This is an optimization exercise on Yosys and OpenROAD, whose aim is small area and a short achievable clock period, not a production implementation.
Where RTL was checked, it was by simulation tests only, not by an equivalence proof against the original.
Only the layout flow was run in runs 4 and 5; the RTL was not checked for function there.
No activity file was given, so power comes from the tool's default toggle rates.

$ cat flow/config.mk
export PLATFORM = sky130hd
export DESIGN_NAME = rob_top
export DESIGN_NICKNAME = rob_top
export VERILOG_FILES = /design/flow/design.v
export SDC_FILE = /design/flow/constraint.sdc
export NUM_CORES = 4
export LEC_CHECK = 0
export ABC_AREA = 1
export CAP_MARGIN = 20
export CORE_MARGIN = 2
export CORE_UTILIZATION = 40
export CTS_CLUSTER_DIAMETER = 80
export CTS_CLUSTER_SIZE = 30
export PLACE_DENSITY = 0.6
export SETUP_SLACK_MARGIN = 3.6
export SLEW_MARGIN = 20
$ cat flow/constraint.sdc
create_clock -name core_clock -period 7.0 [get_ports {clk}]
set_input_delay 1.4000 -clock core_clock [delete_from_list [all_inputs] [get_ports {clk}]]
set_output_delay 1.4000 -clock core_clock [all_outputs]
set_load 0.01 [all_outputs]
$ cat flow/design.v
`timescale 1ns/1ps
`default_nettype none
package rob_cfg_pkg;
    localparam int WAY = 2;
    localparam int ROB_DEPTH    = 16;
    localparam int ROB_ID_WIDTH = 4;
    localparam int ARCH_WIDTH = 5;
    localparam int PRF_WIDTH  = 6;
    localparam int CDB_CHANNELS = 3;
    localparam int FULL_THRESHOLD = 2 * WAY;
    typedef logic [ROB_ID_WIDTH-1:0] rob_id_t;
    typedef logic [ROB_ID_WIDTH:0]   rob_ptr_t;
endpackage
`default_nettype wire
`timescale 1ns/1ps
`default_nettype none
module rob_top (
    input  logic         clk,
    input  logic         rst_n,
    input  logic         alloc_en,
    input  logic [27:0]  alloc_lanes,
    output logic [7:0]   tail_ids,
    input  logic [116:0] cdb,
    output logic [23:0]  commit_lanes,
    output logic         flush,
    output logic [31:0]  redirect_pc,
    output logic         full,
    output logic [1:0]   status
);
    localparam int N    = rob_cfg_pkg::ROB_DEPTH;
    localparam int NP   = N / 2;
    localparam int NCDB = rob_cfg_pkg::CDB_CHANNELS;
    function automatic logic [3:0] inc4(input logic [3:0] x);
        inc4 = {x[3] ^ (x[2] & x[1] & x[0]), x[2] ^ (x[1] & x[0]), x[1] ^ x[0], !x[0]};
    endfunction
    function automatic logic [3:0] dec4(input logic [3:0] x);
        dec4 = {x[3] ^ !(x[2] | x[1] | x[0]), x[2] ^ !(x[1] | x[0]), x[1] ^ !x[0], !x[0]};
    endfunction
    function automatic logic [2:0] inc3(input logic [2:0] x);
        inc3 = {x[2] ^ (x[1] & x[0]), x[1] ^ x[0], !x[0]};
    endfunction
    function automatic logic lt4(input logic [3:0] a, input logic [3:0] b);
        logic [3:0] e;
        e = ~(a ^ b);
        lt4 = (!a[3] && b[3])
            || (e[3] && !a[2] && b[2])
            || (e[3] && e[2] && !a[1] && b[1])
            || (e[3] && e[2] && e[1] && !a[0] && b[0]);
    endfunction
    logic [N-1:0]  st_a, st_b;
    logic [10:0]   e_d [N];     
    logic [3:0]  head;
    logic [2:0]  tail3;         
    logic [3:0]  occ;           
    logic        full_r, empty_r;
    logic        c0_r, c1_r, flush_r;
    logic [10:0] l0_r, l1_r;
    logic        mp_v;          
    logic [3:0]  mp_id;         
    logic [31:0] mp_pc;
    assign tail_ids     = {tail3, 1'b1, tail3, 1'b0};
    assign full         = full_r;
    assign status       = {full_r, empty_r};
    assign flush        = flush_r;
    assign redirect_pc  = mp_pc;
    assign commit_lanes = {c1_r, l1_r, c0_r, l0_r};
    logic [NCDB-1:0]       cv, ctk;
    logic [NCDB-1:0][3:0]  cid;
    logic [NCDB-1:0][31:0] cpc;
    logic [1:0]            la, lb, ldai;
    logic [1:0][10:0]      ld;
    always_comb begin
        for (int c = 0; c < NCDB; c++) begin
            cv[c]  = cdb[c*39 + 38];
            cid[c] = cdb[c*39 + 34 +: 4];
            ctk[c] = cdb[c*39 + 32];
            cpc[c] = cdb[c*39 +: 32];
        end
        for (int l = 0; l < 2; l++) begin
            ld[l]   = alloc_lanes[l*14 + 3 +: 11];
            ldai[l] = alloc_lanes[l*14 + 2];
            la[l] = !alloc_lanes[l*14 + 2] && (!alloc_lanes[l*14 + 1] ||  alloc_lanes[l*14 + 0]);
            lb[l] = !alloc_lanes[l*14 + 2] && (!alloc_lanes[l*14 + 1] || !alloc_lanes[l*14 + 0]);
        end
    end
    logic       clr, acc;
    logic [3:0] hn, hn1, k, k_in;
    logic       k0, k1, kge2, kge11, kge13;
    assign clr  = !rst_n || flush_r;
    assign acc  = alloc_en && !full_r;
    assign hn   = c1_r ? inc4(inc4(head)) : c0_r ? inc4(head) : head;
    assign hn1  = inc4(hn);
    assign k    = c1_r ? dec4(dec4(occ)) : c0_r ? dec4(occ) : occ;
    assign k0    = (k == 4'd0);
    assign k1    = (k == 4'd1);
    assign kge2  = k[3] || k[2] || k[1];
    assign kge11 = k[3] && (k[2] || (k[1] && k[0]));
    assign kge13 = k[3] && k[2] && (k[1] || k[0]);
    assign k_in  = {k[3] ^ (k[2] & k[1]), k[2] ^ k[1], !k[1], k[0]};    
    always_ff @(posedge clk) begin
        if (clr) begin
            head    <= '0;
            tail3   <= '0;
            occ     <= '0;
            full_r  <= 1'b0;
            empty_r <= 1'b1;
        end else begin
            head    <= hn;
            tail3   <= acc ? inc3(tail3) : tail3;
            occ     <= acc ? k_in : k;
            full_r  <= acc ? kge11 : kge13;
            empty_r <= !acc && k0;
        end
    end
    logic [NCDB-1:0][N-1:0] cdec;
    logic [N-1:0]           hit;
    always_comb begin
        for (int c = 0; c < NCDB; c++)
            for (int i = 0; i < N; i++)
                cdec[c][i] = cv[c] && (cid[c] == 4'(i));
        hit = cdec[0] | cdec[1] | cdec[2];
    end
    always_ff @(posedge clk) begin
        for (int i = 0; i < N; i++) begin
            if (tail3 == 3'(i / 2)) e_d[i] <= ld[i%2];
            if (hit[i]) begin
                st_a[i] <= 1'b0;
                st_b[i] <= 1'b0;
            end else if (tail3 == 3'(i / 2)) begin
                st_a[i] <= la[i%2];
                st_b[i] <= lb[i%2];
            end
        end
    end
    logic [2:0]  pe, po;
    logic [10:0] dev, dod, ds0, ds1;
    logic        aev, bev, aod, bod, sa0, sb0, sa1, sb1;
    logic        hit0, hit1, cmis0, cmis1;
    logic        rdy0, rdy1, live0, live1, mis0, mis1, c0_n, c1_n;
    assign po  = hn[3:1];
    assign pe  = hn1[3:1];
    always_comb begin
        dev = '0; dod = '0; aev = 1'b0; bev = 1'b0; aod = 1'b0; bod = 1'b0;
        for (int p = 0; p < NP; p++) begin
            dev = dev | (e_d[2*p]   & {11{pe == 3'(p)}});
            dod = dod | (e_d[2*p+1] & {11{po == 3'(p)}});
            aev = aev | (st_a[2*p]   && pe == 3'(p));
            bev = bev | (st_b[2*p]   && pe == 3'(p));
            aod = aod | (st_a[2*p+1] && po == 3'(p));
            bod = bod | (st_b[2*p+1] && po == 3'(p));
        end
    end
    assign ds0 = hn[0] ? dod : dev;
    assign ds1 = hn[0] ? dev : dod;
    assign sa0 = hn[0] ? aod : aev;
    assign sb0 = hn[0] ? bod : bev;
    assign sa1 = hn[0] ? aev : aod;
    assign sb1 = hn[0] ? bev : bod;
    always_comb begin
        hit0 = 1'b0; hit1 = 1'b0; cmis0 = 1'b0; cmis1 = 1'b0;
        for (int c = 0; c < NCDB; c++) begin
            if (cv[c] && (cid[c] == hn)) begin
                hit0  = 1'b1;
                cmis0 = cmis0 || (ctk[c] ? (!sa0 && sb0) : (sa0 && !sb0));
            end
            if (cv[c] && (cid[c] == hn1)) begin
                hit1  = 1'b1;
                cmis1 = cmis1 || (ctk[c] ? (!sa1 && sb1) : (sa1 && !sb1));
            end
        end
    end
    assign live0 = !k0 || acc;
    assign live1 = kge2 || acc;
    assign rdy0  = !k0 ? ((!sa0 && !sb0) || hit0) : ldai[0];
    assign rdy1  = kge2 ? ((!sa1 && !sb1) || hit1) : k1 ? ldai[0] : ldai[1];
    assign mis0  = !k0 && ((mp_v && (mp_id == hn))  || cmis0);
    assign mis1  = kge2 && ((mp_v && (mp_id == hn1)) || cmis1);
    assign c0_n  = !clr && live0 && rdy0;
    assign c1_n  = c0_n && !mis0 && live1 && rdy1;
    always_ff @(posedge clk) begin
        c0_r    <= c0_n;
        c1_r    <= c1_n;
        flush_r <= c0_n && (mis0 || (live1 && rdy1 && mis1));
        l0_r    <= !k0 ? ds0 : ld[0];
        l1_r    <= kge2 ? ds1 : k1 ? ld[0] : ld[1];
    end
    logic [NCDB-1:0] cmis, cwrap, cbeat, csel;
    logic            hwrap;
    assign hwrap = lt4(mp_id, head);
    always_comb begin
        for (int c = 0; c < NCDB; c++) begin
            cmis[c]  = |(cdec[c] & (ctk[c] ? ~st_a : ~st_b));
            cwrap[c] = lt4(cid[c], head);
            cbeat[c] = !mp_v || (lt4(cid[c], mp_id) ^ cwrap[c] ^ hwrap);
        end
        for (int c = 0; c < NCDB; c++) begin
            csel[c] = cmis[c] && cbeat[c];
            for (int d = 0; d < NCDB; d++)
                if (d != c)
                    csel[c] = csel[c] && (!cmis[d] || (lt4(cid[c], cid[d]) ^ cwrap[c] ^ cwrap[d]));
        end
    end
    always_ff @(posedge clk) begin
        if (clr) mp_v <= 1'b0;
        else     mp_v <= mp_v || (|cmis);
        if (|csel) begin
            mp_pc <= ({32{csel[0]}} & cpc[0]) | ({32{csel[1]}} & cpc[1]) | ({32{csel[2]}} & cpc[2]);
            mp_id <= ({4{csel[0]}} & cid[0]) | ({4{csel[1]}} & cid[1]) | ({4{csel[2]}} & cid[2]);
        end
    end
endmodule
`default_nettype wire
$ cat flow/flow/run.sh
#!/bin/bash
# The standard layout (standard.sh), with one change: the port buffers
# that global placement inserts are plain sky130_fd_sc_hd__buf_1 cells
# instead of the delay cells buffer_ports picks by default.
# make's full output goes to standard.log; ORFS keeps each step's log
# under orfs/logs/.
set -euo pipefail
export BUFFER_PORTS_ARGS="-buffer_cell sky130_fd_sc_hd__buf_1"
bash standard.sh > standard.log 2>&1
$ cat flow/standard.sh
#!/bin/bash
# synth_recipe.tcl (not shown) runs the flow's synth.tcl, then flattens the netlist and writes it again
# the make line also repeats each setting of config.mk as NAME=value (left out here)
make -C /OpenROAD-flow-scripts/flow DESIGN_CONFIG=/design/flow/config.mk WORK_HOME=/design/flow/orfs CLKGATE_MAP_FILE= SYNTH_SCRIPT=/design/flow/synth_recipe.tcl "${@:-finish}"
==> results.py, run 1 <==
metrics = {
    "power_and_ir_drop": {
        "internal_power_mw": 4.686,
        "switchingPower_mw": 4.251,
        "power_density_mw_per_mm2": 505.7,
        "p_leak_nw": 6.682,
        "comb_power_share": 0.571,
        "peakVddDrop_uv": 382.1,
        "pwr-share-seq": 0.309,
        "pwr-share-clk": 0.120,
        "switching_share": 0.4756,
    },
    "logic_synthesis": {
        "synth-seq-area-share": 0.5389,
        "synth_edf_count": 212,
        "synth_area_per_cell_sq_um": 9.026,
        "ys_warn_count": 2,
        "syn_area_sq_mm": 0.01445,
        "syn_nets": 1774,
        "ys_async_sr_fraction": 0,
        "synth_cells": 1601,
        "yosys_most_used_dff": "edfxtp_1",
        "ys_seq_elements": 283,
        "yosysUniqueCellTypes": 58,
    },
    "floorplan": {
        "coreArea_sq_mm": 0.03557,
        "die_h_microns": 194.1,
        "ioPinCount": 216,
        "dieArea_sq_mm": 0.03766,
        "fp-row-count": 69,
        "start_util": 0.4063,
        "die_x_microns": 194.1,
    },
    "drt": {
        "via_per_inst": 5.669,
        "dr.first_iter.drc_count": 1135,
        "drt_pass1_iterations": 6,
        "routed_wirelength_mm": 49.80,
        "wire_per_inst_microns": 21.44,
        "vias": 13170,
        "drc_errors": 0,
        "antenna_left": 0,
    },
    "clock_network": {
        "clk_pin_slew_ps": 100,
        "clk_latency_ps": 540,
        "clockRootBuffer": "clkbuf_16",
        "clk_path_buf_depth": 3,
        "cts.sink_count": 283,
        "cts_tree": "built",
        "htreeDepth": 1,
        "cts-buffers-inserted": 16,
    },
    "critical_path": {
        "required_ps": 7240,
        "path_class": "in -> reg",
        "regToRegSetupSlack_ps": 3760,
        "cp_max_fo": 11,
        "worstSetupStartpointType": "input pin",
        "cp-end-kind": "register",
        "crit_arrival_ps": 3640,
    },
    "min_path": {
        "hold_path_class": "reg -> reg",
    },
    "sta": {
        "tightest_slew_ps": 995.9,
        "setup_violations": 0,
        "setup_slack_ps": 3608,
        "skew_ps": 32.22,
        "slew_headroom": 0.3320,
        "rsz0062_at_grt": "yes",
        "fin_crit_ps": 3392,
        "maxSlewViolCount": 0,
        "hold_viol": 0,
        "setup_tns_ps": 0,
        "max_freq_mhz": 294.8,
        "fin_crit_sh": 0.4846,
    },
    "final_layout": {
        "n_antenna_cell": 0,
        "fin_nets": 2025,
        "fillers": 3343,
        "drive_above_1_share": 0.1622,
        "area_growth_pct": 22.30,
        "layout.cells.most_common": "nand2_1",
        "most-common-layout-cells": "nand2_1, edfxtp_1, buf_1",
    },
    "place": {
        "place_hpwl_mm": 33.23,
        "place.port_buffers": 210,
        "dpl_worst_slack_ps": 1656,
        "place_congestion": 0.9746,
    },
    "run": {
        "maxCapViolCount": 0,
    },
    "grt": {
        "grtUsageTotal": 0.2535,
        "grt_max_degree": 39,
        "grt-ovfl-total": 0,
        "grt_antenna_before_repair": 0,
        "gr-usage-met1": 0.3193,
        "grt_pass1_vias": 12520,
        "grt_pass1_wl_mm": 74.08,
        "grt-busiest-layer": "met2",
        "grt.met2_usage": 0.4365,
        "grtUsageMet3": 0.03548,
    },
    "run_status": {
        "status": "no timing/DRC/antenna violations",
    },
}
-- sequential cells by signal, summed over array words and instances (netlist names), 3 cells and up --
name and flops:
st_a 16, head 4, l1_r 11, occ 4, mp_id 4, mp_pc 32
e_d 176, st_b 16, tail3 3, l0_r 11
-- power groups by stage --
stage          registers (mW)  clock network [mW]  logic (mW)
2_1_floorplan            2.73                   0        2.90
3_5_place_dp             2.78                   0        4.18
3_3_place_gp             2.78                   0        4.14
5_1_grt                  2.80                1.14        5.58
4_1_cts                  2.74                1.09        4.87
6_report                 2.76                1.07        5.11
-- worst max-delay path, cell delays in order --
cell and delay [ps]:
clkbuf_4 160, nand2_4 80, nor2_1 50, inv_2 100, buf_6 120, nor2_1 30
nand2_1 60, o221ai_2 100, o41ai_4 460, o21ai_2 200, buf_4 190, a21oi_4 150
buf_12 130, nor2_4 40, buf_6 120, o21ai_4 80, buf_12 160
-- worst paths after layout --
path	start	end	cells after the start
min	st_a[14]	st_a[14]	2
min reg2reg	st_a[14]	st_a[14]	2
max reg2reg	c0_r	l0_r[3]	15
max	cdb[77]	mp_pc[10]	17
-- metal layers --
metal,vias to the layer above,part of all wire
li1,6091,-
met1,6284,0.41
met2,656,0.48
met3,137,0.072
met4,0,0.046
met5,-,0
-- cell families after synthesis --
kind of cell,Yosys count,synth area share
other,2,0.0005197
AOI/OAI and AO/OA,288,0.1301
and+or+nand+nor,790,0.2373
DFF,283,0.5389
xor gates and xnor gates,20,0.01342
adders and majority gates,25,0.02165
buffers and inverters,193,0.05810
-- area by class of cell --
type                       instances  area [sq um]  share of cell area
sequential                       283          7792              0.4409
multi-input combinational       1129          6471              0.3662
timing repair buffer             289          1727             0.09770
tap                              461         576.8             0.03264
inverter                         133         569.3             0.03221
clock buffer                      20         415.4             0.02350
clock inverter                     8         121.4            0.006867
-- cell usage after synthesis (14+ instances only) --
library cell  count  area share
nor4_1           21      0.0091
ha_1             25       0.022
nor2_1          159       0.041
a221oi_1         23       0.014
or2_2            14      0.0061
xor2_1           16      0.0097
clkbuf_1         19      0.0049
buf_2            22      0.0076
o21ai_0          66       0.023
inv_1           114       0.030
a21oi_1          68       0.024
nand2_1         403        0.10
o22ai_1          32       0.014
dfxtp_1          71       0.098
a32o_1           19       0.013
o221ai_1         14      0.0085
edfxtp_1        212        0.44
inv_2            19      0.0049
nand3_1         132       0.046
-- per-stage QoR --
step	hold slack, ps	instances	instance area (sq um)	util	power, mW
6_report	566.8	2323	17670	0.4969	8.937
3_3_place_gp	528.3	2223	15680	0.4409	6.915
2_1_floorplan	465.0	1601	14580	-	5.635
4_1_cts	555.0	2300	17150	0.4820	8.704
5_1_grt	570.5	2323	17670	0.4969	9.519
3_5_place_dp	536.0	2223	15680	0.4409	6.959
-- repair_timing --
action	in CTS	in global routing
gates resized for setup	120	80
setup endpoints to repair	99	93
hold buffers	0	0
pin swaps	18	33
buffers inserted	43	22
endpoints found under the hold margin	0	0
cloned	6	1
==> run 2, diff against run 1 <==
--- a/flow/config.mk
+++ b/flow/config.mk
@@ -12,5 +12,5 @@
 export CTS_CLUSTER_DIAMETER = 80
 export CTS_CLUSTER_SIZE = 30
 export PLACE_DENSITY = 0.6
-export SETUP_SLACK_MARGIN = 3.6
+export SETUP_SLACK_MARGIN = 3.9
 export SLEW_MARGIN = 20
==> run 2 against run 1 <==
Still clean on timing, DRC and antenna. Routed wire length grew 4.2%. Flip-flop and latch count is the same. Total power grew 7.0%. First-iteration DRC count grew 5.6%. Critical path type unchanged.
==> results.py, run 2 <==
metrics = {
    "run_status": {
        "status": "no timing/DRC/antenna violations",
    },
    "sta": {
        "setup_tns_ps": 0,
        "max_freq_mhz": 294.4,
        "hold_viol": 0,
        "holdWs_ps": 533.8,
        "setup_violations": 0,
        "skew_ps": 34.15,
        "setup_slack_ps": 3603,
        "fin_crit_sh": 0.4853,
        "fin_crit_ps": 3397,
        "tightest_slew_ps": 1051,
        "maxSlewViolCount": 0,
        "rsz0062_at_grt": "yes",
        "slew_headroom": 0.2950,
    },
    "final_layout": {
        "fillers": 3234,
        "area_growth_pct": 29.21,
        "final_cells": 2371,
        "reg_top3": "e_d: 176 flops, mp_pc: 32 flops",
        "finish.utilization": 0.5249,
        "layout.cells.most_common": "nand2_1",
        "largest_reg_flops": 176,
        "postLayoutCellArea_sq_mm": 0.01867,
        "n_antenna_cell": 0,
        "fin_nets": 2072,
        "drive_above_1_share": 0.2277,
        "regMostFlops": "e_d",
        "most-common-layout-cells": "nand2_1, edfxtp_1, buf_1",
    },
    "critical_path": {
        "crit_arrival_ps": 3790,
        "reg2reg_from": "head[3]",
        "cp_max_fo": 9,
        "crit_chain": "buf_6 > clkinvlp_4 > nor2_4 > nand2_1 > o21ai_0 > nor4_2 > o22ai_2 > buf_4 > nand3_2 > a21oi_4 > buf_6 > buf_12 > buf_16 > nand2_1 > nand3_1",
        "cp-end-kind": "register",
        "cp_slowest_cell": "o22ai_2",
        "rr_worst_depth": 14,
        "regToRegSetupSlack_ps": 4030,
        "required_ps": 7390,
        "path_class": "in -> reg",
        "worstSetupStartpointType": "input pin",
        "max_stage_delay_ps": 370,
        "reg2reg_to": "l0_r[4]",
    },
    "logic_synthesis": {
        "synth_cells": 1601,
        "ys_seq_elements": 283,
        "ys_warn_count": 2,
        "yosysUniqueCellTypes": 58,
        "syn_area_sq_mm": 0.01445,
        "yosys-top-cells-count": "nand2_1, edfxtp_1, nor2_1, nand3_1, inv_1",
        "synth_edf_count": 212,
        "synth_top_area_cell": "edfxtp_1",
        "synth_area_per_cell_sq_um": 9.026,
        "ys_async_sr_fraction": 0,
        "synth-seq-area-share": 0.5389,
        "post-synth-top-area-fraction": 0.4406,
        "yosysMostFrequentCell": "nand2_1",
        "synth.top_cells.by_area": "edfxtp_1, nand2_1, dfxtp_1, nand3_1, nor2_1",
        "syn_nets": 1774,
        "yosys_most_used_dff": "edfxtp_1",
    },
    "grt": {
        "grt_pass1_wl_mm": 76.45,
        "grt_antenna_before_repair": 0,
        "grt_max_degree": 39,
        "grt_pass1_vias": 12860,
        "grt-ovfl-total": 0,
        "grtUsageTotal": 0.2634,
    },
    "power_and_ir_drop": {
        "internal_power_mw": 5.003,
        "peakVddDrop_uv": 414.7,
        "p_leak_nw": 7.096,
        "finalPower_mw": 9.563,
        "switchingPower_mw": 4.559,
        "pwr-share-seq": 0.291,
        "power_density_mw_per_mm2": 512.2,
        "comb_power_share": 0.588,
        "switching_share": 0.4768,
        "pwr-share-clk": 0.121,
    },
    "min_path": {
        "hp-start": "st_a[11]",
        "hold_path_class": "reg -> reg",
        "min_to": "st_a[11]",
        "hold_depth": 2,
    },
    "floorplan": {
        "start_util": 0.4063,
        "dieArea_sq_mm": 0.03766,
        "ioPinCount": 216,
        "fp-row-count": 69,
        "coreArea_sq_mm": 0.03557,
        "die_x_microns": 194.1,
        "die_h_microns": 194.1,
    },
    "place": {
        "dp.cells": 2224,
        "dpl_worst_slack_ps": 1785,
        "place.port_buffers": 210,
        "place_hpwl_mm": 33.73,
        "placedInstanceArea_sq_mm": 0.01572,
        "place_congestion": 0.9584,
    },
    "clock_network": {
        "clk_path_buf_depth": 3,
        "clk_pin_slew_ps": 100,
        "cts_tree": "built",
        "cts.sink_count": 283,
        "htreeDepth": 1,
        "clk_latency_ps": 550,
        "cts.hold.buffers_added": 0,
        "clockRootBuffer": "clkbuf_16",
        "cts-buffers-inserted": 17,
    },
    "run": {
        "maxCapViolCount": 0,
    },
    "drt": {
        "antenna_left": 0,
        "drc_errors": 0,
        "wire_per_inst_microns": 21.88,
        "vias": 13370,
        "drt_pass1_iterations": 5,
        "routed_wirelength_mm": 51.88,
        "dr.first_iter.drc_count": 1199,
        "via_per_inst": 5.639,
    },
}
==> run 2: changes by cell type in the layout (fill, tap and decap cells not counted), sizes merged <==
| cell | change |
|---|---|
| buf | +45 |
| bufbuf | -2 |
| clkbuf | -3 |
| clkinv | +6 |
| clkinvlp | +2 |
| inv | -4 |
| nand2 | +1 |
| o21ai | +3 |
==> run 2: final cells by class <==
type                    instances  area [sq um]  share of cell area
clock inverters                12         183.9            0.009851
inverters                     133         581.8             0.03116
clock buffers                  18         450.4             0.02413
well taps                     461         576.8             0.03089
flip-flops and latches        283          7804              0.4180
repair buffers                331          2048              0.1097
multi-input cells            1133          7025              0.3763
==> run 2: how the worst max path moves through the flow <==
stage,startpoint,to,slack [ps],depth (start not counted)
floorplan,cdb[37],mp_id[0],3310,10
global placement,cdb[36],mp_pc[7],1720,12
detailed placement,cdb[36],mp_pc[10],1790,12
CTS,cdb[35],mp_pc[21],3710,15
global route,cdb[37],mp_pc[20],3530,17
finish,cdb[112],mp_pc[20],3600,15
==> run 2: metal layers <==
layer | GRT usage | wire, microns
met3 | 0.04436 | 4226
met5 | 0 | 0
met2 | 0.4466 | 24300
met1 | 0.3231 | 20280
met4 | 0.1358 | 3077
==> run 2: power groups by stage <==
stage               sequential, mW  combinational (mW)  clock [mW]
global placement              2.79                4.14           0
floorplan                     2.73                2.93           0
global route                  2.82                6.07        1.24
finish                        2.78                5.62        1.16
CTS                           2.76                5.18        1.18
detailed placement            2.78                4.19           0
==> run 2: worst max-delay path: cells and delay by family <==
family | cells | cell delay (ps)
buffers and inverters | 6 | 930
AO/OA/AOI/OAI | 3 | 790
AND/OR/NAND/NOR | 6 | 650
==> run 2: what timing repair did <==
item,in CTS,in global routing
gates cloned,12,1
hold endpoints to repair,0,0
setup endpoints to repair,99,99
pin swaps,40,38
gates resized for setup,197,119
setup buffers,82,22
==> run 2: cell families after synthesis <==
kind of cell / synth area share
AO/OA/AOI/OAI: 0.1301
AND/OR/NAND/NOR: 0.2373
flip-flops: 0.5389
other: 0.0005197
adder cells (fa/ha/maj): 0.02165
XOR/XNOR: 0.01342
buffers and inverters: 0.05810
==> run 3, diff against run 2 <==
--- a/flow/config.mk
+++ b/flow/config.mk
@@ -12,5 +12,6 @@
 export CTS_CLUSTER_DIAMETER = 80
 export CTS_CLUSTER_SIZE = 30
 export PLACE_DENSITY = 0.6
-export SETUP_SLACK_MARGIN = 3.9
+export SETUP_SLACK_MARGIN = 4.0
 export SLEW_MARGIN = 20
+export TNS_END_PERCENT = 5
==> run 3 against run 2 <==
Still clean on timing, DRC and antenna. Total power shrank 4.1%. Sequential share of layout area grew 0.96 points. First-iteration DRC count shrank 3.3%. Register-to-register slack lost 130 ps. Largest cell class unchanged.
==> results.py, run 3 <==
metrics = {
    "run_status": {
        "status": "no timing/DRC/antenna violations",
    },
    "sta": {
        "tightest_slew_ps": 903.6,
        "fin_crit_ps": 3337,
        "maxSlewViolCount": 0,
        "slew_headroom": 0.3954,
        "hold_viol": 0,
        "rsz0062_at_grt": "yes",
        "setup_tns_ps": 0,
        "fin_crit_sh": 0.4767,
        "setup_violations": 0,
        "max_freq_mhz": 299.7,
        "skew_ps": 47.91,
    },
    "critical_path": {
        "cp-end-kind": "register",
        "path_class": "in -> reg",
        "reg2reg_to": "l1_r[4]",
        "regToRegSetupSlack_ps": 3900,
        "crit_arrival_ps": 3590,
        "reg2reg_from": "head[0]",
        "rr_worst_depth": 18,
        "required_ps": 7250,
        "crit_buf_inv": 4,
        "cp_max_fo": 7,
        "critical-path-top-delay-family": "compound AO/OA/AOI/OAI gates",
        "critPathMostFrequentCell": "buf_12",
        "crit_chain": "buf_1 > o21ai_0 > o41ai_4 > o21ai_2 > nand2_1 > nand2_2 > nor2_4 > buf_12 > nor2_4 > buf_12 > o21ai_4 > buf_12",
        "cp_slowest_cell": "o41ai_4",
        "worstSetupStartpointType": "input pin",
        "max_stage_delay_ps": 460,
    },
    "final_layout": {
        "finish.utilization": 0.5130,
        "postLayoutCellArea_sq_mm": 0.01825,
        "most-common-layout-cells": "nand2_1, edfxtp_1, buf_1",
        "layout.cells.most_common": "nand2_1",
        "reg_top3": "e_d: 176 flops, mp_pc: 32 flops",
        "fin_nets": 2057,
        "fillers": 3328,
        "ff_latch_area_sq_mm": 0.007801,
        "regMostFlops": "e_d",
        "multi_input_area_sq_mm": 0.006719,
        "drive_above_1_share": 0.1973,
        "largest_reg_flops": 176,
        "area_growth_pct": 26.27,
    },
    "drt": {
        "drc_errors": 0,
        "drt_pass1_iterations": 6,
        "dr.first_iter.drc_count": 1159,
        "routed_wirelength_mm": 50.82,
        "vias": 13260,
        "antenna_left": 0,
        "wire_per_inst_microns": 21.55,
        "via_per_inst": 5.622,
    },
    "clock_network": {
        "cts.sink_count": 283,
        "clk_latency_ps": 570,
        "cts_tree": "built",
        "clk_path_buf_depth": 3,
        "htreeDepth": 1,
        "clockRootBuffer": "clkbuf_16",
        "cts-buffers-inserted": 18,
        "clk_pin_slew_ps": 100,
    },
    "logic_synthesis": {
        "yosys-top-cells-count": "nand2_1, edfxtp_1, nor2_1, nand3_1, inv_1",
        "ys_warn_count": 2,
        "synth_top_area_cell": "edfxtp_1",
        "ys_seq_elements": 283,
        "synth.top_cells.by_area": "edfxtp_1, nand2_1, dfxtp_1, nand3_1, nor2_1",
        "ys_async_sr_fraction": 0,
        "synth_cells": 1601,
        "synth_edf_count": 212,
        "yosysMostFrequentCell": "nand2_1",
        "syn_area_sq_mm": 0.01445,
        "post-synth-top-area-fraction": 0.4406,
        "yosys_most_used_dff": "edfxtp_1",
        "yosysUniqueCellTypes": 58,
        "synth_area_per_cell_sq_um": 9.026,
        "synth-seq-area-share": 0.5389,
        "syn_nets": 1774,
    },
    "min_path": {
        "hold_depth": 2,
        "hp-start": "st_a[14]",
        "min_to": "st_a[14]",
        "hold_path_class": "reg -> reg",
    },
    "floorplan": {
        "dieArea_sq_mm": 0.03766,
        "ioPinCount": 216,
        "die_h_microns": 194.1,
        "fp-row-count": 69,
        "coreArea_sq_mm": 0.03557,
        "die_x_microns": 194.1,
        "start_util": 0.4063,
    },
    "grt": {
        "grt_pass1_wl_mm": 76.51,
        "grt_antenna_before_repair": 2,
        "grt-busiest-layer": "met2",
        "gr-usage-met1": 0.3282,
        "grt-ovfl-total": 0,
        "grt_max_degree": 39,
        "grt_pass1_vias": 12800,
        "grt.met2_usage": 0.4500,
        "grtUsageTotal": 0.2619,
        "grtUsageMet3": 0.03809,
    },
    "power_and_ir_drop": {
        "power_density_mw_per_mm2": 502.5,
        "finalPower_mw": 9.169,
        "peakVddDrop_uv": 451.2,
        "p_leak_nw": 6.878,
    },
    "place": {
        "place_hpwl_mm": 33.88,
        "placedInstanceArea_sq_mm": 0.01567,
        "place_congestion": 0.9563,
        "place.port_buffers": 210,
    },
    "run": {
        "maxCapViolCount": 0,
    },
}
## run 3: cell counts after synthesis
Identical to the previous run, type by type.
## run 3: through the flow
step	worst slack, ps	cells	hold WS [ps]
floorplan	3309	1601	465.0
global route	3548	2357	569.9
CTS	3734	2339	545.4
global placement	1792	2222	522.5
finish	3663	2358	544.1
detailed placement	1780	2222	526.8
## run 3: worst max-delay path by stage
stage | startpoint | depth (start not counted) | slack, ps | to
after floorplan | cdb[37] | 10 | 3310 | mp_id[0]
after global placement | cdb[74] | 16 | 1790 | mp_pc[11]
after detailed placement | cdb[37] | 13 | 1780 | mp_pc[11]
after CTS | cdb[37] | 18 | 3730 | mp_id[0]
after global routing | cdb[77] | 18 | 3550 | mp_id[0]
final | cdb[71] | 12 | 3660 | mp_id[0]
## run 3: repair_timing
| action | in CTS | in global routing |
|---|---|---|
| hold buffers | 0 | 0 |
| pin swaps | 49 | 26 |
| buffers inserted | 76 | 17 |
| resized for setup | 217 | 41 |
| cloned | 9 | 0 |
| endpoints found under the setup margin | 99 | 99 |
## run 3: layout make-up
class,instances,share of cell area
Timing Repair Buffer,315,0.1040
Clock buffer,21,0.02530
Clock inverter,11,0.01118
Multi-Input combinational cell,1132,0.3682
Inverter,133,0.03161
Timing Repair inverter,1,0.0004114
Antenna cell,1,0.0001371
Sequential cell,283,0.4276
Tap cell,461,0.03161
## run 3: power breakdown
part	switching [mW]	total (mW)	leakage (nW)	internal (mW)
logic	3.38	5.19	3.99	1.81
clock network	0.667	1.20	0.313	0.535
registers	0.354	2.78	2.57	2.42
total	4.40	9.17	6.88	4.77
## run 3: logic make-up after synthesis
kind of cell / after synthesis / synth area share
AND/OR/NAND/NOR: 790 / 0.2373
AO/OA/AOI/OAI: 288 / 0.1301
flip-flops: 283 / 0.5389
buffers and inverters: 193 / 0.05810
adder cells (fa/ha/maj): 25 / 0.02165
XOR/XNOR: 20 / 0.01342
other: 2 / 0.0005197
## run 3: worst reg2reg max path: stages, from the launching register on
cell        delay, ps
dfxtp_4           380
ha_1              290
inv_1              70
nand2_1            80
nand3_4           130
nand2_8           100
ha_4              210
inv_1              50
nand2_1            80
nand2_4           120
nor2_2            120
nand2_1           140
clkinvlp_4        220
nand2_1           110
nand4_1           160
nor4b_4           360
nand2_1            90
o211ai_1           90
nand2_1           140
## run 3: metal layers
metal | up-vias | wire (microns)
met5 | - | 13
met4 | 2 | 2700
met3 | 150 | 4004
met2 | 672 | 23900
met1 | 6266 | 20200
li1 | 6166 | -
==> run 4, diff against run 3 <==
--- a/flow/design.v
+++ b/flow/design.v
@@ -184,20 +184,27 @@
         l0_r    <= !k0 ? ds0 : ld[0];
         l1_r    <= kge2 ? ds1 : k1 ? ld[0] : ld[1];
     end
-    logic [NCDB-1:0] cmis, cwrap, cbeat, csel;
+    logic [NCDB-1:0] cmis, cmist, cmisn, cwrap, cbeat, csel;
+    logic [NCDB-1:0][NCDB-1:0] cold;    
     logic            hwrap;
+    logic [NCDB-1:0] cltm;
     assign hwrap = lt4(mp_id, head);
     always_comb begin
         for (int c = 0; c < NCDB; c++) begin
-            cmis[c]  = |(cdec[c] & (ctk[c] ? ~st_a : ~st_b));
+            cmist[c] = |(cdec[c] & ~st_a);
+            cmisn[c] = |(cdec[c] & ~st_b);
+            cmis[c]  = ctk[c] ? cmist[c] : cmisn[c];
             cwrap[c] = lt4(cid[c], head);
-            cbeat[c] = !mp_v || (lt4(cid[c], mp_id) ^ cwrap[c] ^ hwrap);
-        end
+            cltm[c]  = lt4(cid[c], mp_id);
+            cbeat[c] = !mp_v || (cwrap[c] ? (hwrap && cltm[c]) : (hwrap || cltm[c]));
+        end
+        for (int c = 0; c < NCDB; c++)
+            for (int d = 0; d < NCDB; d++)
+                cold[c][d] = cwrap[c] ? (cwrap[d] && lt4(cid[c], cid[d])) : (cwrap[d] || lt4(cid[c], cid[d]));
         for (int c = 0; c < NCDB; c++) begin
             csel[c] = cmis[c] && cbeat[c];
             for (int d = 0; d < NCDB; d++)
-                if (d != c)
-                    csel[c] = csel[c] && (!cmis[d] || (lt4(cid[c], cid[d]) ^ cwrap[c] ^ cwrap[d]));
+                if (d != c) csel[c] = csel[c] && (!cmis[d] || cold[c][d]);
         end
     end
     always_ff @(posedge clk) begin
--- a/flow/config.mk
+++ b/flow/config.mk
@@ -12,6 +12,5 @@
 export CTS_CLUSTER_DIAMETER = 80
 export CTS_CLUSTER_SIZE = 30
 export PLACE_DENSITY = 0.6
-export SETUP_SLACK_MARGIN = 4.0
+export SETUP_SLACK_MARGIN = 3.6
 export SLEW_MARGIN = 20
-export TNS_END_PERCENT = 5
==> run 4 against run 3 <==
Die area shrank 0.48%. Routed wire length shrank 5.7%. Synthesized cell count shrank 0.75%. Flip-flop and latch count is the same. Total power shrank 3.7%. Setup slack lost 100 ps. Fmax shrank 3.0%. Via count shrank 2.9%.
==> results.py, run 4 <==
metrics = {
    "final_layout": {
        "area_growth_pct": 22.45,
        "postLayoutCellArea_sq_mm": 0.01761,
        "layout.cells.most_common": "nand2_1",
        "reg_top3": "e_d: 176 flops, mp_pc: 32 flops",
        "multi_input_area_sq_mm": 0.006469,
        "fillers": 3313,
        "ff_latch_area_sq_mm": 0.007800,
        "fin_nets": 2008,
        "regMostFlops": "e_d",
        "final_cells": 2306,
        "most-common-layout-cells": "nand2_1, edfxtp_1, buf_1",
        "largest_reg_flops": 176,
        "drive_above_1_share": 0.1768,
    },
    "critical_path": {
        "crit_buf_inv": 7,
        "cp_slowest_cell": "nor4_4",
        "cp_max_fo": 10,
        "cp-end-kind": "register",
        "cp-startpoint": "cdb[74]",
        "path_class": "in -> reg",
        "crit_arrival_ps": 3680,
        "max_stage_delay_ps": 360,
        "required_ps": 7240,
        "critical-path-top-delay-family": "simple AND/OR/NAND/NOR gates",
        "reg2reg_from": "c1_r",
        "crit_chain": "buf_8 > inv_6 > nand2_8 > nor2_4 > inv_1 > nor2_2 > inv_2 > o22ai_2 > nor4_4 > nand3_2 > nand2_4 > nor3_4 > nor3b_4 > buf_12 > nand3b_1 > buf_6 > clkbuf_16",
        "worstSetupStartpointType": "input pin",
    },
    "run": {
        "maxCapViolCount": 0,
    },
    "grt": {
        "grt_max_degree": 41,
        "grt_antenna_before_repair": 1,
        "grtUsageTotal": 0.2436,
        "grt.met2_usage": 0.4118,
        "grtUsageMet3": 0.02702,
        "grt-ovfl-total": 0,
        "grt_pass1_wl_mm": 71.17,
        "grt-busiest-layer": "met2",
        "grt_pass1_vias": 11890,
        "gr-usage-met1": 0.3238,
    },
    "logic_synthesis": {
        "syn_nets": 1762,
        "ys_seq_elements": 283,
        "ys_warn_count": 2,
        "post-synth-top-area-fraction": 0.4427,
        "synth_top_family_by_area": "simple AND/OR/NAND/NOR gates",
        "syn_area_sq_mm": 0.01438,
        "synth_cells": 1589,
        "yosys_most_used_dff": "edfxtp_1",
        "synth_top_area_cell": "edfxtp_1",
        "synth_compound_area_frac": 0.1364,
        "ys_async_sr_fraction": 0,
        "yosysUniqueCellTypes": 60,
        "synth-seq-area-share": 0.5416,
        "synth_edf_count": 212,
        "yosys-top-cells-count": "nand2_1, edfxtp_1, nor2_1, nand3_1, inv_1",
        "synth.top_cells.by_area": "edfxtp_1, nand2_1, dfxtp_1, nand3_1, nor2_1",
        "yosysMostFrequentCell": "nand2_1",
        "synth-simple-area-share": 0.2341,
        "synth_xor_area_frac": 0.007309,
        "muxShareOfSynthArea": 0,
        "synth_fa_ha_area_frac": 0.02245,
        "synth_area_per_cell_sq_um": 9.049,
    },
    "power_and_ir_drop": {
        "power_density_mw_per_mm2": 501.5,
        "internal_power_mw": 4.624,
        "switchingPower_mw": 4.205,
        "comb_power_share": 0.573,
        "p_leak_nw": 6.651,
        "pwr-share-seq": 0.312,
        "peakVddDrop_uv": 299.6,
        "switching_share": 0.4763,
        "pwr-share-clk": 0.115,
    },
    "drt": {
        "wire_per_inst_microns": 20.78,
        "dr.first_iter.drc_count": 1054,
        "via_per_inst": 5.583,
        "routed_wirelength_mm": 47.92,
        "drt_pass1_iterations": 7,
        "antenna_left": 0,
        "vias": 12880,
        "drc_errors": 0,
    },
    "clock_network": {
        "htreeDepth": 1,
        "cts-buffers-inserted": 15,
        "clk_pin_slew_ps": 110,
        "clk_latency_ps": 530,
        "cts.sink_count": 283,
        "cts_tree": "built",
        "clockRootBuffer": "clkbuf_16",
        "clk_path_buf_depth": 3,
    },
    "floorplan": {
        "dieArea_sq_mm": 0.03748,
        "coreArea_sq_mm": 0.03548,
        "die_x_microns": 193.6,
        "fp-row-count": 69,
        "ioPinCount": 216,
        "die_h_microns": 193.6,
        "start_util": 0.4052,
    },
    "sta": {
        "slew_headroom": 0.4370,
        "skew_ps": 31.70,
        "maxSlewViolCount": 0,
        "setup_tns_ps": 0,
        "max_freq_mhz": 290.8,
        "rsz0062_at_grt": "yes",
        "hold_viol": 0,
        "fin_crit_sh": 0.4912,
        "setup_violations": 0,
        "holdWs_ps": 473.1,
        "fin_crit_ps": 3439,
        "tightest_slew_ps": 841.4,
    },
    "min_path": {
        "hold_path_class": "reg -> reg",
        "hp-start": "st_a[13]",
    },
    "place": {
        "dp.cells": 2214,
        "place_hpwl_mm": 33.34,
        "place.port_buffers": 210,
        "place_congestion": 0.9819,
        "placedInstanceArea_sq_mm": 0.01568,
    },
    "run_status": {
        "status": "no timing/DRC/antenna violations",
    },
}
-- run 4: final cells by class --
cell class	count	area share
Sequential cell	283	0.4430
Multi-Input combinational cell	1112	0.3674
Timing Repair Buffer	286	0.09281
Inverter	137	0.03532
Tap cell	461	0.03276
Clock buffer	18	0.02274
Clock inverter	8	0.005827
Antenna cell	1	0.0001421
-- run 4: routing by layer --
metal | up-vias | wire length (microns)
li1 | 6042 | -
met1 | 6231 | 19860
met2 | 500 | 23090
met3 | 102 | 3096
met4 | 0 | 1867
met5 | - | 0
-- run 4: what timing repair did --
item / 4_1_cts / 5_1_grt
setup endpoints to repair: 98 / 96
hold buffers: 0 / 0
buffers inserted: 26 / 33
pin swaps: 14 / 30
gates cloned: 3 / 3
gates resized for setup: 94 / 131
-- run 4: worst register-to-register path, stage by stage, from the launching register on --
cell	delay (ps)
dfxtp_4	370
inv_1	170
nand2_1	140
nand2_2	230
nand2_8	100
buf_4	170
a21oi_4	170
nand2_4	100
nand3_2	100
nand2_4	190
nand2_1	190
clkinvlp_4	180
a22o_1	240
a221oi_1	240
and2_1	240
nand2_1	70
o211ai_1	80
nand2_1	140
-- run 4: path summary, 6_finish.rpt --
kind / end / slack (ps) / depth (start not counted)
max reg2reg: l1_r[1] / 3770 / 17
min: st_a[13] / 470 / 2
max: mp_pc[22] / 3560 / 17
min reg2reg: st_a[13] / 470 / 2
-- run 4: logic make-up after synthesis --
family,count (synthesis)
XOR/XNOR,12
flip-flops,283
adder cells (fa/ha/maj),26
AO/OA/AOI/OAI,311
buffers and inverters,195
other,2
AND/OR/NAND/NOR,760
-- run 4: power by group through the flow --
stage                     combinational [mW]  clock (mW)  sequential (mW)
after detailed placement                4.32           0             2.78
after global placement                  4.28           0             2.77
final                                   5.06        1.01             2.75
after floorplan                         2.96           0             2.74
after CTS                               4.73        1.04             2.74
after global routing                    5.55        1.09             2.80
-- run 4: metrics by stage --
step | utilization | total power [mW] | worst slack [ps]
finish | 0.4962 | 8.829 | 3561
global route | 0.4961 | 9.440 | 3515
CTS | 0.4720 | 8.508 | 3607
detailed placement | 0.4420 | 7.100 | 1907
global placement | 0.4420 | 7.059 | 1935
floorplan | - | 5.701 | 2712
==> run 5, diff against run 4 <==
--- a/flow/design.v
+++ b/flow/design.v
@@ -40,12 +40,10 @@
         inc3 = {x[2] ^ (x[1] & x[0]), x[1] ^ x[0], !x[0]};
     endfunction
     function automatic logic lt4(input logic [3:0] a, input logic [3:0] b);
-        logic [3:0] e;
-        e = ~(a ^ b);
-        lt4 = (!a[3] && b[3])
-            || (e[3] && !a[2] && b[2])
-            || (e[3] && e[2] && !a[1] && b[1])
-            || (e[3] && e[2] && e[1] && !a[0] && b[0]);
+        logic [3:0] g, p;
+        g = ~a & b;
+        p = ~a | b;
+        lt4 = g[3] || (p[3] && g[2]) || (p[3] && p[2] && g[1]) || (p[3] && p[2] && p[1] && g[0]);
     endfunction
     logic [N-1:0]  st_a, st_b;
     logic [10:0]   e_d [N];     
==> run 5 against run 4 <==
Routed wire length up 8.7%. Flip-flop and latch count stayed put. Core utilization is 0.48 points higher. Critical path depth unchanged. Combinational power shrank 4.0%. Cell area increased by 0.72%. Critical path type unchanged. Still clean on timing, DRC and antenna. Final cell count rose by 0.30%. Setup slack worse by 16 ps. Sequential power about the same. Via count increased by 3.0%. Clock power rose by 8%. Clock skew rose by 16 ps.
==> results.py, run 5 <==
metrics = {
    "power_and_ir_drop": {
        "peakVddDrop_uv": 281.8,
        "p_leak_nw": 6.926,
        "power_density_mw_per_mm2": 490.2,
    },
    "final_layout": {
        "postLayoutCellArea_sq_mm": 0.01773,
        "most-common-layout-cells": "nand2_1, edfxtp_1, buf_1",
        "regMostFlops": "e_d",
        "area_growth_pct": 24.18,
        "largest_reg_flops": 176,
        "drive_above_1_share": 0.1706,
        "reg_top3": "e_d: 176 flops, mp_pc: 32 flops",
        "n_antenna_cell": 0,
        "layout.cells.most_common": "nand2_1",
        "fin_nets": 2001,
    },
    "floorplan": {
        "coreArea_sq_mm": 0.03540,
        "start_util": 0.4034,
        "die_h_microns": 192.9,
        "dieArea_sq_mm": 0.03723,
        "die_x_microns": 192.9,
        "fp-row-count": 69,
        "ioPinCount": 216,
    },
    "sta": {
        "tightest_slew_ps": 750.0,
        "hold_viol": 0,
        "fin_crit_ps": 3455,
        "setup_violations": 0,
        "skew_ps": 47.64,
        "max_freq_mhz": 289.4,
        "slew_headroom": 0.4995,
        "setup_tns_ps": 0,
        "maxSlewViolCount": 0,
        "rsz0062_at_grt": "yes",
        "fin_crit_sh": 0.4936,
    },
    "min_path": {
        "hold_path_class": "reg -> reg",
    },
    "grt": {
        "grt_pass1_vias": 11890,
        "grtUsageTotal": 0.2631,
        "grt_pass1_wl_mm": 72.98,
        "grt-ovfl-total": 0,
        "grt_max_degree": 40,
        "grt_antenna_before_repair": 1,
    },
    "logic_synthesis": {
        "synth_edf_count": 212,
        "ys_warn_count": 2,
        "yosysMostFrequentCell": "nand2_1",
        "synth_cells": 1574,
        "syn_area_sq_mm": 0.01428,
        "synth.top_cells.by_area": "edfxtp_1, dfxtp_1, nand2_1, inv_1, nor2_1",
        "yosysUniqueCellTypes": 58,
        "syn_nets": 1734,
        "synth-seq-area-share": 0.5453,
        "synth_top_area_cell": "edfxtp_1",
        "synth_area_per_cell_sq_um": 9.072,
        "post-synth-top-area-fraction": 0.4458,
        "ys_seq_elements": 283,
        "yosys-top-cells-count": "nand2_1, edfxtp_1, inv_1, nor2_1, a21oi_1",
        "yosys_most_used_dff": "edfxtp_1",
        "ys_async_sr_fraction": 0,
    },
    "place": {
        "place_congestion": 0.9383,
        "place.port_buffers": 210,
        "place_hpwl_mm": 33.48,
        "placedInstanceArea_sq_mm": 0.01565,
    },
    "run": {
        "maxCapViolCount": 0,
    },
    "critical_path": {
        "worstSetupStartpointType": "input pin",
        "required_ps": 7230,
        "cp_max_fo": 8,
        "cp-end-kind": "register",
        "crit_arrival_ps": 3680,
        "path_class": "in -> reg",
    },
    "run_status": {
        "status": "no timing/DRC/antenna violations",
    },
    "clock_network": {
        "clk_pin_slew_ps": 100,
        "cts.sink_count": 283,
        "cts.hold.buffers_added": 0,
        "clockRootBuffer": "clkbuf_16",
        "cts_tree": "built",
        "cts-buffers-inserted": 17,
        "clk_path_buf_depth": 3,
        "htreeDepth": 1,
        "clk_latency_ps": 540,
    },
    "drt": {
        "routed_wirelength_mm": 52.10,
        "via_per_inst": 5.734,
        "antenna_left": 0,
        "drc_errors": 0,
        "wire_per_inst_microns": 22.52,
        "vias": 13260,
        "dr.first_iter.drc_count": 1240,
        "drt_pass1_iterations": 8,
    },
}
-- run 5: cell count changes in the layout (fill, tap and decap cells not counted), moves of 11 or more --
| cell | before | now |
|---|---|---|
| nand2_1 | 365 | 318 |
| inv_1 | 94 | 156 |
| o221ai_1 | 2 | 40 |
| nor2_1 | 111 | 129 |
| nand3_1 | 123 | 83 |
| ha_1 | 22 | 11 |
-- run 5: kinds of logic (layout without fill, tap and decap cells) --
kind of cell | Yosys count | after routing | share of synthesized area
simple gates | 680 | 684 | 0.2092
compound gates | 335 | 336 | 0.1562
flops | 283 | 283 | 0.5453
buf+inv | 252 | 525 | 0.07202
fa+ha+maj | 12 | 12 | 0.01051
xor+xnor | 10 | 10 | 0.006134
other cells | 2 | 2 | 0.0005259
-- run 5: stage by stage --
| step | setup slack (ps) | std cells | utilization | hold slack [ps] | total power [mW] |
|---|---|---|---|---|---|
| global placement | 1799 | 2206 | 0.4422 | 491.8 | 6.734 |
| global route | 3510 | 2313 | 0.5010 | 551.1 | 9.233 |
| CTS | 3546 | 2268 | 0.4765 | 509.2 | 8.256 |
| detailed placement | 1823 | 2206 | 0.4422 | 495.7 | 6.775 |
| floorplan | 3535 | 1574 | - | 451.9 | 5.410 |
| finish | 3545 | 2313 | 0.5010 | 524.1 | 8.693 |
-- run 5: cell type report --
type,instances,area (sq um)
Clock inverter,8,92.59
Timing Repair Buffer,294,1798
Multi-Input combinational cell,1044,6152
Tap cell,461,576.8
Fill cell,3314,17660
Clock buffer,22,465.4
Timing Repair inverter,2,11.26
Sequential cell,283,7799
Inverter,199,838.3
-- run 5: metal layers --
| metal | global-route usage | share of wire |
|---|---|---|
| met1 | 0.3326 | 0.39 |
| met2 | 0.4574 | 0.48 |
| met4 | 0.1096 | 0.048 |
| met3 | 0.03149 | 0.081 |
| met5 | 0 | 0.00025 |
-- run 5: timing repair --
action	CTS	global route
buffers inserted	27	34
gates resized for setup	84	94
endpoints found under the setup margin	98	97
pin swaps	14	24
gates cloned	5	11
-- run 5: final timing paths --
| path | to | slack, ps | depth (start not counted) | start |
|---|---|---|---|---|
| min | st_a[13] | 520 | 2 | st_a[13] |
| min reg2reg | st_a[13] | 520 | 2 | st_a[13] |
| max | mp_pc[22] | 3540 | 17 | cdb[113] |
| max reg2reg | l1_r[10] | 3770 | 16 | head[1] |
-- run 5: worst max-delay path, cell delays in order --
cell	delay, ps
buf_6	90
buf_8	130
buf_4	140
nand2_4	90
nor2_4	70
nand3_1	80
o21ai_1	70
inv_1	60
o221ai_1	110
nor3_2	310
nand4_1	150
buf_6	170
nand3_4	110
o2111ai_4	190
buf_6	180
nand3_4	150
clkbuf_16	170
-- run 5: power by group --
part           switching, mW  leakage [nW]  internal, mW
registers              0.352          2.57          2.39
clock network          0.594         0.268         0.500
logic                   3.20          4.09          1.66
total                   4.15          6.93          4.54
==> run 6, diff against run 5 <==
--- a/flow/design.v
+++ b/flow/design.v
@@ -186,11 +186,16 @@
     logic [NCDB-1:0][NCDB-1:0] cold;    
     logic            hwrap;
     logic [NCDB-1:0] cltm;
+    logic [3:0][3:0] cgt, cgn;
     assign hwrap = lt4(mp_id, head);
     always_comb begin
         for (int c = 0; c < NCDB; c++) begin
-            cmist[c] = |(cdec[c] & ~st_a);
-            cmisn[c] = |(cdec[c] & ~st_b);
+            for (int g = 0; g < 4; g++) begin
+                cgt[g] = (~st_a[4*g +: 4]) >> cid[c][1:0];
+                cgn[g] = (~st_b[4*g +: 4]) >> cid[c][1:0];
+            end
+            cmist[c] = cv[c] && cgt[cid[c][3:2]][0];
+            cmisn[c] = cv[c] && cgn[cid[c][3:2]][0];
             cmis[c]  = ctk[c] ? cmist[c] : cmisn[c];
             cwrap[c] = lt4(cid[c], head);
             cltm[c]  = lt4(cid[c], mp_id);
==> run 6 against run 5 <==
Via count is 1.2% lower. Synthesized area is 2.5% higher. Non-clock buffer count is 8 lower. Combinational power is 5.1% lower. Count of clock-buffer cells in the layout is 3 lower. Sequential power is 3% lower. Fmax is 3.0% higher. Cell area is 2.1% lower. Clock power hardly changed. Register-to-register slack worse by 30 ps. Largest cell class unchanged.
==> results.py, run 6 <==
metrics = {
    "run_status": {
        "status": "no timing/DRC/antenna violations",
    },
    "critical_path": {
        "worstSetupStartpointType": "input pin",
        "critPathMostFrequentCell": "buf_12",
        "max_stage_delay_ps": 250,
        "path_class": "in -> reg",
        "crit_arrival_ps": 3580,
        "crit_buf_inv": 8,
        "cp_slowest_cell": "a41oi_1",
        "required_ps": 7230,
        "cp-end-kind": "register",
        "cp_max_fo": 16,
        "crit_chain": "buf_4 > inv_4 > nor2_1 > inv_2 > buf_12 > a21oi_1 > o21ai_0 > a41oi_1 > a21oi_2 > nand2_2 > inv_1 > nand2_1 > nand3_4 > buf_12 > nand3b_1 > buf_6 > buf_12",
        "critical-path-top-delay-family": "buffers and inverters",
    },
    "drt": {
        "vias": 13100,
        "via_per_inst": 5.520,
        "drt_pass1_iterations": 5,
        "drc_errors": 0,
        "wire_per_inst_microns": 20.21,
        "antenna_left": 0,
        "dr.first_iter.drc_count": 1053,
        "routed_wirelength_mm": 47.95,
    },
    "logic_synthesis": {
        "synth_area_per_cell_sq_um": 8.832,
        "yosysUniqueCellTypes": 55,
        "yosysMostFrequentCell": "nand2_1",
        "synth-seq-area-share": 0.5321,
        "ys_async_sr_fraction": 0,
        "yosys-top-cells-count": "nand2_1, edfxtp_1, inv_1, a21oi_1, nor2_1",
        "syn_nets": 1817,
        "synth_top_area_cell": "edfxtp_1",
        "synth.top_cells.by_area": "edfxtp_1, dfxtp_1, nand2_1, inv_1, a21oi_1",
        "yosys_most_used_dff": "edfxtp_1",
        "post-synth-top-area-fraction": 0.4350,
        "synth_edf_count": 212,
        "synth_cells": 1657,
        "ys_seq_elements": 283,
        "ys_warn_count": 2,
        "syn_area_sq_mm": 0.01463,
    },
    "floorplan": {
        "dieArea_sq_mm": 0.03813,
        "ioPinCount": 216,
        "die_x_microns": 195.3,
        "fp-row-count": 70,
        "coreArea_sq_mm": 0.03635,
        "die_h_microns": 195.3,
        "start_util": 0.4026,
    },
    "sta": {
        "hold_viol": 0,
        "max_freq_mhz": 298.0,
        "setup_tns_ps": 0,
        "slew_headroom": 0.4782,
        "skew_ps": 33.74,
        "rsz0062_at_grt": "yes",
        "tightest_slew_ps": 780.1,
        "setup_violations": 0,
        "fin_crit_ps": 3356,
        "maxSlewViolCount": 0,
        "fin_crit_sh": 0.4794,
    },
    "place": {
        "place_congestion": 0.9718,
        "place.port_buffers": 210,
        "place_hpwl_mm": 32.85,
    },
    "grt": {
        "grtUsageTotal": 0.2420,
        "grt_max_degree": 40,
        "grt_pass1_wl_mm": 71.13,
        "grt_pass1_vias": 11940,
        "grt-ovfl-total": 0,
        "grt_antenna_before_repair": 1,
    },
    "final_layout": {
        "reg_top3": "e_d: 176 flops, mp_pc: 32 flops",
        "most-common-layout-cells": "nand2_1, edfxtp_1, buf_1",
        "drive_above_1_share": 0.1381,
        "fin_nets": 2053,
        "layout.cells.most_common": "nand2_1",
        "fillers": 3495,
        "largest_reg_flops": 176,
        "area_growth_pct": 18.65,
        "regMostFlops": "e_d",
    },
    "power_and_ir_drop": {
        "switching_share": 0.4717,
        "peakVddDrop_uv": 335.5,
        "comb_power_share": 0.549,
        "internal_power_mw": 4.436,
        "finalPower_mw": 8.397,
        "switchingPower_mw": 3.961,
        "pwr-share-clk": 0.133,
        "pwr-share-seq": 0.317,
        "power_density_mw_per_mm2": 483.6,
        "p_leak_nw": 6.720,
    },
    "clock_network": {
        "cts_tree": "built",
        "clk_pin_slew_ps": 110,
        "cts.sink_count": 283,
        "clockRootBuffer": "clkbuf_16",
        "clk_latency_ps": 540,
        "clk_path_buf_depth": 3,
        "htreeDepth": 1,
        "cts-buffers-inserted": 17,
    },
    "run": {
        "maxCapViolCount": 0,
    },
    "min_path": {
        "hold_path_class": "reg -> reg",
    },
}
## run 6: cell count changes after synthesis, sizes merged, moves of 12 or more
| cell | delta |
|---|---|
| nand4 | +13 |
| inv | +15 |
| a21oi | +52 |
| o221ai | -12 |
| o22ai | -25 |
| clkbuf | +14 |
| nor2 | -24 |
| a22oi | -13 |
| o21ai | +52 |
| nand2 | +12 |
## run 6: power groups by stage
| stage | Sequential (mW) | Clock [mW] | Combinational (mW) |
|---|---|---|---|
| finish | 2.67 | 1.12 | 4.61 |
| global route | 2.71 | 1.20 | 5.03 |
| CTS | 2.66 | 1.14 | 4.29 |
| detailed placement | 2.69 | 0 | 4.01 |
| global placement | 2.68 | 0 | 3.96 |
| floorplan | 2.68 | 0 | 2.76 |
## run 6: metal layers
| metal | part of all wire | GRT usage | vias to the layer above | wire [microns] |
|---|---|---|---|---|
| met5 | 0 | 0 | - | 0 |
| met4 | 0.033 | 0.07520 | 0 | 1605 |
| met3 | 0.072 | 0.03264 | 93 | 3436 |
| met2 | 0.47 | 0.4090 | 583 | 22650 |
| met1 | 0.42 | 0.3236 | 6214 | 20260 |
| li1 | - | - | 6209 | - |
## run 6: final timing paths
path | to | startpoint | cells after the start | slack [ps]
hold reg to reg | st_a[11] | st_a[11] | 2 | 470
hold / removal | st_a[11] | st_a[11] | 2 | 470
setup reg to reg | l1_r[0] | head[0] | 18 | 3740
setup / recovery | mp_id[3] | cdb[112] | 17 | 3640
## run 6: cell type report
cell class	count	area [sq um]	area share
clock inverters	11	127.6	0.007350
flip-flops and latches	283	7800	0.4492
diodes	1	2.502	0.0001441
repair buffers	286	1635	0.09418
well taps	468	585.6	0.03372
clock buffers	19	454.2	0.02616
repair inverters	1	5.005	0.0002882
inverters	210	853.3	0.04915
multi-input cells	1094	5899	0.3398
## run 6: timing repair
item / in CTS / in global routing
hold buffers: 0 / 0
resized for setup: 81 / 56
setup endpoints to repair: 98 / 96
gates cloned: 6 / 2
pin swaps: 9 / 18
setup buffers: 15 / 40
## run 6: cells by family (layout without fill, tap and decap cells)
logic type | count (synthesis) | count (layout) | share of synthesized area
buffers and inverters | 282 | 527 | 0.07994
adders and majority gates | 12 | 12 | 0.01026
xor gates and xnor gates | 19 | 19 | 0.01137
other | 2 | 3 | 0.0005132
and+or+nand+nor | 679 | 681 | 0.2090
AOI/OAI and AO/OA | 380 | 380 | 0.1568
DFF | 283 | 283 | 0.5321
## run 6: stage by stage
stage	setup WS (ps)	util	cells	area [sq um]	hold slack, ps
floorplan	2676	-	1657	14790	443.5
CTS	3607	0.4631	2330	16830	474.5
global placement	1832	0.4348	2278	15800	454.9
finish	3644	0.4777	2373	17360	472.4
detailed placement	1782	0.4356	2279	15830	458.2
global route	3515	0.4777	2373	17360	509.2
## run 6: worst register-to-register path: stages, from the launching register on
cell and delay [ps]:
dfxtp_4 380, ha_1 330, inv_1 80, nand2_1 80
nand3_4 110, nand2_8 100, ha_2 450, clkinvlp_4 220
nor2_4 220, buf_4 170, nand2_1 80, clkinvlp_4 180
buf_4 170, nand2_1 50, nand2_1 60, a21oi_1 40
nand4_1 150, nor2_1 60, o211ai_1 250
==> run 7, diff against run 6 <==
--- a/flow/config.mk
+++ b/flow/config.mk
@@ -12,5 +12,5 @@
 export CTS_CLUSTER_DIAMETER = 80
 export CTS_CLUSTER_SIZE = 30
 export PLACE_DENSITY = 0.6
-export SETUP_SLACK_MARGIN = 3.6
+export SETUP_SLACK_MARGIN = 4.0
 export SLEW_MARGIN = 20
==> run 7 against run 6 <==
Still clean. Clock power hardly changed. Synthesized cell count unchanged. Register-to-register slack improved by 220 ps. Global-route usage grew 0.96 points. Largest power group unchanged.
==> results.py, run 7 <==
metrics = {
    "drt": {
        "wl_met3_mm": 3.465,
        "wire_per_inst_microns": 20.70,
        "antenna_left": 0,
        "routed_wirelength_mm": 50.16,
        "drt_pass1_iterations": 8,
        "wl_met2_mm": 24.63,
        "drc_errors": 0,
        "dr.first_iter.drc_count": 1171,
        "highest_layer": "met5",
        "vias": 13460,
        "via_per_inst": 5.556,
        "drt-met1-wl_mm": 20.61,
    },
    "power_and_ir_drop": {
        "pwr-share-seq": 0.300,
        "switching_share": 0.4656,
        "switchingPower_mw": 4.141,
        "internal_power_mw": 4.753,
        "comb_power_share": 0.578,
        "power_density_mw_per_mm2": 485.6,
        "pwr-share-clk": 0.122,
        "p_leak_nw": 7.089,
        "peakVddDrop_uv": 249.9,
    },
    "grt": {
        "grt-ovfl-total": 0,
        "grt_pass1_wl_mm": 73.93,
        "grt_pass1_vias": 12190,
        "grt_max_degree": 32,
        "grt_antenna_before_repair": 1,
        "grtUsageTotal": 0.2516,
    },
    "critical_path": {
        "cp-end-kind": "register",
        "cp_max_fo": 12,
        "max_stage_delay_ps": 260,
        "required_ps": 7240,
        "path_class": "in -> reg",
        "crit_chain": "buf_12 > nor2_1 > inv_2 > buf_4 > a21oi_1 > o21ai_1 > a41oi_2 > a21oi_2 > nand2_2 > inv_2 > o211ai_1 > and3_4 > buf_12 > nand3b_1 > buf_6 > clkbuf_16",
        "worstSetupStartpointType": "input pin",
        "crit_arrival_ps": 3500,
        "cp_slowest_cell": "a41oi_2",
    },
    "logic_synthesis": {
        "ys_warn_count": 2,
        "yosysUniqueCellTypes": 55,
        "post-synth-top-area-fraction": 0.4350,
        "synth_cells": 1657,
        "ys_async_sr_fraction": 0,
        "synth_edf_count": 212,
        "synth.top_cells.by_area": "edfxtp_1, dfxtp_1, nand2_1, inv_1, a21oi_1",
        "synth-seq-area-share": 0.5321,
        "ys_seq_elements": 283,
        "syn_nets": 1817,
        "yosysMostFrequentCell": "nand2_1",
        "yosys_most_used_dff": "edfxtp_1",
        "syn_area_sq_mm": 0.01463,
        "synth_area_per_cell_sq_um": 8.832,
        "yosys-top-cells-count": "nand2_1, edfxtp_1, inv_1, a21oi_1, nor2_1",
        "synth_top_area_cell": "edfxtp_1",
    },
    "sta": {
        "holdWs_ps": 472.1,
        "maxSlewViolCount": 0,
        "fin_crit_sh": 0.4657,
        "setup_tns_ps": 0,
        "max_freq_mhz": 306.8,
        "rsz0062_at_grt": "yes",
        "fin_crit_ps": 3260,
        "slew_headroom": 0.3863,
        "tightest_slew_ps": 917.2,
        "skew_ps": 49.55,
        "hold_viol": 0,
        "setup_violations": 0,
    },
    "place": {
        "placedInstanceArea_sq_mm": 0.01581,
        "place_hpwl_mm": 32.55,
        "place_congestion": 0.9084,
        "place.port_buffers": 210,
    },
    "final_layout": {
        "regMostFlops": "e_d",
        "reg_top3": "e_d: 176 flops, mp_pc: 32 flops",
        "multi_input_area_sq_mm": 0.006171,
        "fillers": 3352,
        "most-common-layout-cells": "nand2_1, edfxtp_1, buf_1",
        "finish.utilization": 0.5040,
        "n_antenna_cell": 0,
        "area_growth_pct": 25.17,
        "ff_latch_area_sq_mm": 0.007809,
        "drive_above_1_share": 0.1821,
        "fin_nets": 2105,
        "postLayoutCellArea_sq_mm": 0.01832,
        "layout.cells.most_common": "nand2_1",
        "largest_reg_flops": 176,
    },
    "clock_network": {
        "clk_pin_slew_ps": 100,
        "clk_path_buf_depth": 3,
        "clk_latency_ps": 550,
        "cts_tree": "built",
        "htreeDepth": 1,
        "clockRootBuffer": "clkbuf_16",
        "cts-buffers-inserted": 16,
        "cts.sink_count": 283,
        "cts.hold.buffers_added": 0,
    },
    "run_status": {
        "status": "no timing/DRC/antenna violations",
    },
    "floorplan": {
        "fp-row-count": 70,
        "ioPinCount": 216,
        "dieArea_sq_mm": 0.03813,
        "die_h_microns": 195.3,
        "start_util": 0.4026,
        "die_x_microns": 195.3,
        "coreArea_sq_mm": 0.03635,
    },
    "min_path": {
        "hold_path_class": "reg -> reg",
    },
    "run": {
        "maxCapViolCount": 0,
    },
}
[run 7: through the flow]
stage / power [mW] / worst slack [ps] / instances
final: 8.894 / 3740 / 2423
after global routing: 9.453 / 3676 / 2423
after CTS: 8.391 / 3862 / 2365
after detailed placement: 6.658 / 1944 / 2277
after global placement: 6.628 / 2031 / 2277
after floorplan: 5.450 / 2677 / 1657
[run 7: critical path: cells and delay by family]
family | cells | cell delay, ps
AOI/OAI and AO/OA | 5 | 620
buffers and inverters | 7 | 810
and+or+nand+nor | 4 | 640
[run 7: path summary, 6_finish.rpt]
path             from        end  slack, ps  cells after the start
min          st_a[11]   st_a[11]        470                      2
max reg2reg  mp_id[3]  mp_pc[10]       3960                     14
max           cdb[35]  mp_pc[10]       3740                     16
min reg2reg  st_a[11]   st_a[11]        470                      2
[run 7: final cells by class]
| cell class | count | share of cell area |
|---|---|---|
| clock inverters | 9 | 0.008197 |
| repair inverters | 2 | 0.0006831 |
| inverters | 210 | 0.04966 |
| flip-flops and latches | 283 | 0.4263 |
| clock buffers | 19 | 0.02302 |
| multi-input cells | 1097 | 0.3369 |
| repair buffers | 335 | 0.1233 |
| well taps | 468 | 0.03197 |
[run 7: timing repair]
action,CTS,global route
gates cloned,15,5
pin swaps,26,37
setup endpoints to repair,99,97
buffers inserted,45,53
resized for setup,163,91
[run 7: power by group through the flow]
stage	Clock, mW	Combinational [mW]	Sequential (mW)
2_1_floorplan	0	2.77	2.68
3_3_place_gp	0	3.94	2.69
3_5_place_dp	0	3.97	2.69
4_1_cts	1.10	4.62	2.67
5_1_grt	1.16	5.58	2.71
6_report	1.09	5.14	2.67
[run 7: kinds of logic (layout without fill, tap and decap cells)]
logic type / after synthesis / count (layout) / share of synthesized area
fa+ha+maj: 12 / 12 / 0.01026
buf+inv: 282 / 575 / 0.07994
other cells: 2 / 2 / 0.0005132
compound gates: 380 / 380 / 0.1568
xor+xnor: 19 / 19 / 0.01137
flops: 283 / 283 / 0.5321
simple gates: 679 / 684 / 0.2090
[run 7: per-layer routing]
layer | track usage | vias up
met5 | 0 | -
met3 | 0.03558 | 92
met2 | 0.4410 | 541
met1 | 0.3242 | 6527
li1 | - | 6299
met4 | 0.07238 | 2

==> static timing again, ports no longer ideal <==
In the flow no input, the clock included, has a driving cell. The finished layouts below were timed again as built, in two steps.
Step 1: set_driving_cell puts a clkbuf_16 on clk and a buf_2 on each other input, an assumption about the parent block.
Step 2 adds t to the input delays and takes it off the output delays; t is the mean of the earliest and latest rising clock arrival at the registers after step 1. Input paths then give back, and output paths get back, about the clock's delay inside the block.
a / b / c = ideal / step 1 / step 2; a / b = the first two.
run | shift t [ns] | slack for setup (ns) | clock arrival spread, ns | cell pins on the clock port's net
run 1 | 0.578 | 3.608 / 3.597 / 3.019 | 0.035 / 0.034 | 1
run 2 | 0.580 | 3.603 / 3.604 / 3.024 | 0.034 / 0.035 | 1
run 3 | 0.598 | 3.663 / 3.657 / 3.059 | 0.048 / 0.048 | 1
run 4 | 0.566 | 3.561 / 3.557 / 2.991 | 0.033 / 0.034 | 1
run 5 | 0.572 | 3.545 / 3.560 / 2.988 | 0.048 / 0.048 | 1
run 6 | 0.570 | 3.644 / 3.654 / 3.084 | 0.034 / 0.034 | 1
run 7 | 0.574 | 3.740 / 3.708 / 3.134 | 0.050 / 0.049 | 1
After both steps setup and hold are still met in every run listed. For run 7, which loses most, drivers alone change the setup slack by -0.032 ns; drivers and shift together by -0.606 ns.
